Background: an optimization exercise with open tools, aiming at small area. Do not read the settings as production practice.
Only simulation tests tie the RTL to the original design; equivalence was not proved.
Power is estimated from default activity; no workload was simulated.

==> flow/design.v <==
module rf_cell (
    input  logic clk,
    input  logic sa,
    input  logic sb,
    input  logic h,
    input  logic da,
    input  logic db,
    output logic v
);
    logic q_n;
    assign v = ~q_n;
    always_ff @(posedge clk) q_n <= ~((sa & da) | (sb & db) | (h & v));
endmodule
module rf_ao3 (
    input  logic [2:0] sel,
    input  logic [2:0] d,
    output logic       y_n
);
    assign y_n = ~|(sel & d);
endmodule
module rf_rd (
    input  logic [30:0] sel,
    input  logic [30:0] d,
    output logic        y
);
    logic [9:0] p_n;
    for (genvar g = 0; g < 10; g++) begin : g_ao
        rf_ao3 u_ao (.sel(sel[3*g +: 3]), .d(d[3*g +: 3]), .y_n(p_n[g]));
    end
    assign y = ~&{p_n, ~(sel[30] & d[30])};
endmodule
module rf_and2 (
    input  logic a,
    input  logic b,
    output logic y
);
    assign y = a & b;
endmodule
module rf_nand2 (
    input  logic a,
    input  logic b,
    output logic y
);
    assign y = ~(a & b);
endmodule
module rf_and3 (
    input  logic a,
    input  logic b,
    input  logic c,
    output logic y
);
    assign y = a & b & c;
endmodule
module multiport_regfile #(
    parameter int                 DATA_W   = 32,
    parameter int                 NUM_REGS = 32,
    parameter int                 AW       = $clog2(NUM_REGS),
    parameter int                 SP_IDX   = 2,
    parameter logic [DATA_W-1:0]  SP_INIT  = 32'h0000_2ffc
) (
    input  logic              clk,
    input  logic              reset,
    input  logic [AW-1:0]     rs1,
    input  logic [AW-1:0]     rs2,
    output logic [DATA_W-1:0] rs1_dout,
    output logic [DATA_W-1:0] rs2_dout,
    input  logic              wa_en,
    input  logic [AW-1:0]     wa_rd,
    input  logic [DATA_W-1:0] wa_din,
    input  logic              wb_en,
    input  logic [AW-1:0]     wb_rd,
    input  logic [DATA_W-1:0] wb_din,
    output logic              ready,
    output logic              wr_conflict
);
    localparam logic [AW-1:0]     ZERO_IDX  = {AW{1'b0}};
    localparam logic [AW-1:0]     LAST_IDX  = AW'(NUM_REGS - 1);
    localparam logic [DATA_W-1:0] ZERO_DATA = {DATA_W{1'b0}};
    localparam int                NR        = NUM_REGS - 1;
    localparam int                HALF      = DATA_W / 2;
    logic              ready_r;
    logic [AW-1:0]     idx_r;
    logic              wr_conflict_r;
    logic [DATA_W-1:0] da_s, db_s;
    logic [3:0]        wa_hi, wb_hi, r1_hi, r2_hi;
    logic [7:0]        wa_lo, wb_lo, r1_lo, r2_lo;
    logic [NR-1:0]     dec_a_n, dec_b_n;
    logic [NR-1:0]     sel_a_s [2];
    logic [NR-1:0]     sel_b_s [2];
    logic [NR-1:0]     hold_s  [2];
    logic [NR-1:0]     rd1_s   [2];
    logic [NR-1:0]     rd2_s   [2];
    logic              sel_b_sp_s;
    logic [NR-1:0]     q_s [DATA_W];
    always_ff @(posedge clk) begin
        if (reset) begin
            ready_r       <= 1'b0;
            idx_r         <= ZERO_IDX;
            wr_conflict_r <= 1'b0;
        end else begin
            if (!ready_r) begin
                idx_r <= idx_r + AW'(1);
                if (idx_r == LAST_IDX) ready_r <= 1'b1;
            end
            wr_conflict_r <= ready_r && wa_en && wb_en && (wa_rd == wb_rd) && (wa_rd != ZERO_IDX);
        end
    end
    assign da_s = wa_din;
    assign db_s = wb_din | (ready_r ? ZERO_DATA : SP_INIT);
    always_comb begin
        for (int j = 0; j < 4; j++) begin
            wa_hi[j]   = ready_r && wa_en && (wa_rd[4:3] == 2'(j));
            wb_hi[j]   = ready_r && wb_en && (wb_rd[4:3] == 2'(j));
            r1_hi[j]   = ready_r && (rs1[4:3] == 2'(j));
            r2_hi[j]   = ready_r && (rs2[4:3] == 2'(j));
        end
        for (int k = 0; k < 8; k++) begin
            wa_lo[k]   = (wa_rd[2:0] == 3'(k));
            wb_lo[k]   = (wb_rd[2:0] == 3'(k));
            r1_lo[k]   = (rs1[2:0] == 3'(k));
            r2_lo[k]   = (rs2[2:0] == 3'(k));
        end
    end
    for (genvar r = 0; r < NR; r++) begin : g_dec
        localparam int HI = (r + 1) / 8;
        localparam int LO = (r + 1) % 8;
        rf_nand2 u_dan (.a(wa_hi[HI]),   .b(wa_lo[LO]),   .y(dec_a_n[r]));
        rf_nand2 u_dbn (.a(wb_hi[HI]),   .b(wb_lo[LO]),   .y(dec_b_n[r]));
        for (genvar hf = 0; hf < 2; hf++) begin : g_half
            rf_and3 u_sa  (.a(wa_hi[HI]),  .b(wa_lo[LO]),  .c(dec_b_n[r]), .y(sel_a_s[hf][r]));
            rf_and2 u_sb  (.a(wb_hi[HI]),  .b(wb_lo[LO]),  .y(sel_b_s[hf][r]));
            rf_and3 u_h   (.a(dec_a_n[r]), .b(dec_b_n[r]), .c(ready_r), .y(hold_s[hf][r]));
            rf_and2 u_rd1 (.a(r1_hi[HI]),  .b(r1_lo[LO]),  .y(rd1_s[hf][r]));
            rf_and2 u_rd2 (.a(r2_hi[HI]),  .b(r2_lo[LO]),  .y(rd2_s[hf][r]));
        end
    end
    rf_nand2 u_sbsp (.a(dec_b_n[SP_IDX-1]), .b(ready_r), .y(sel_b_sp_s));
    for (genvar r = 0; r < NR; r++) begin : g_reg
        for (genvar b = 0; b < DATA_W; b++) begin : g_bit
            logic sb_c;
            if (r == SP_IDX - 1 && SP_INIT[b]) begin : g_sp
                assign sb_c = sel_b_sp_s;
            end else begin : g_nsp
                assign sb_c = sel_b_s[b / HALF][r];
            end
            rf_cell u_cell (
                .clk (clk),
                .sa  (sel_a_s[b / HALF][r]),
                .sb  (sb_c),
                .h   (hold_s[b / HALF][r]),
                .da  (da_s[b]),
                .db  (db_s[b]),
                .v   (q_s[b][r])
            );
        end
    end
    for (genvar b = 0; b < DATA_W; b++) begin : g_rd
        rf_rd u_rd1 (.sel(rd1_s[b / HALF]), .d(q_s[b]), .y(rs1_dout[b]));
        rf_rd u_rd2 (.sel(rd2_s[b / HALF]), .d(q_s[b]), .y(rs2_dout[b]));
    end
    assign ready       = ready_r;
    assign wr_conflict = wr_conflict_r;
endmodule
export LEC_CHECK = 0
export CAP_MARGIN = 20
export CELL_PAD_IN_SITES_DETAIL_PLACEMENT = 1
export CELL_PAD_IN_SITES_GLOBAL_PLACEMENT = 1
export CORE_MARGIN = 2
export CORE_UTILIZATION = 40
export CTS_BUF_LIST = sky130_fd_sc_hd__clkbuf_16
export CTS_CLUSTER_DIAMETER = 60
export CTS_CLUSTER_SIZE = 24
export SLEW_MARGIN = 20
export SYNTH_HIERARCHICAL = 1
export SYNTH_MINIMUM_KEEP_SIZE = 0
create_clock -name core_clock -period 6.0 [get_ports {clk}]
run.sh (not shown) runs the stock make flow with config.mk's settings and CLKGATE_MAP_FILE= SYNTH_SCRIPT=/design/flow/synth_recipe.tcl, a recipe that flattens the netlist after the stock synthesis.
The baseline reached the layout checks and failed them: negative setup slack.
Edit:
==> flow/flow/run.sh (new file) <==
#!/bin/bash
# Standard layout with two changes: port buffers start as the smallest buffer
# (sky130_fd_sc_hd__buf_1; the resizer still sizes them), and the clock tree uses
# clkbuf_16 sink buffers over larger clusters, without dummy loads.
set -euo pipefail
export BUFFER_PORTS_ARGS="-buffer_cell sky130_fd_sc_hd__buf_1"
export CTS_ARGS="-sink_clustering_enable -repair_clock_nets -buf_list sky130_fd_sc_hd__clkbuf_16 -sink_clustering_size 24 -sink_clustering_max_diameter 90 -dont_use_dummy_load"
bash standard.sh finish > make_finish.log 2>&1
==> flow/standard.sh (new file) <==
#!/bin/bash
# synth_recipe.tcl (not shown) runs the flow's synth.tcl, then flattens the netlist and writes it again
# the make line also repeats each setting of config.mk as NAME=value (left out here)
make -C /OpenROAD-flow-scripts/flow DESIGN_CONFIG=/design/flow/config.mk WORK_HOME=/design/flow/orfs CLKGATE_MAP_FILE= SYNTH_SCRIPT=/design/flow/synth_recipe.tcl "${@:-finish}"
- CTS_BUF_LIST: sky130_fd_sc_hd__clkbuf_16 -> default
- CTS_CLUSTER_DIAMETER: 60 -> default
- CTS_CLUSTER_SIZE: 24 -> default
removed: flow/run.sh
The new run finished clean.
Cell area shrinks by 9.9%.
Sequential power is about the same.
Routed wire length grows by 1.4%.
Total power shrinks by 23%.
Maximum frequency grows by 6.1%.
Setup slack is better by 350 ps.

[port drivers added, routing unchanged]
The results above use ideal ports. As a check the final layouts listed here were re-extracted and re-timed, cells and wires unchanged. Step 1 (the two cells are an assumption about what drives the block):
set clk [get_ports {clk}]
set_driving_cell -lib_cell sky130_fd_sc_hd__clkbuf_16 $clk
set_driving_cell -lib_cell sky130_fd_sc_hd__buf_2 [delete_from_list [all_inputs] $clk]
Step 2 moves the port delays by t, midway between the first and last clock arrival at a register: inputs arrive t later, outputs are due t later. That takes back most of the time a late clock gives input paths. Three values: ideal ports, drivers, drivers and shift; two values: the first two.
run	t (ns)	setup slack, ns	hold slack, ns
the first run	0.792	-0.045 / -0.073 / -0.073	0.502 / 0.502 / 0.502
the second run	0.770	0.302 / 0.271 / 0.271	0.516 / 0.516 / 0.516
For the second run, which loses most, drivers alone change the setup slack by -0.031 ns; drivers and shift together by -0.031 ns.
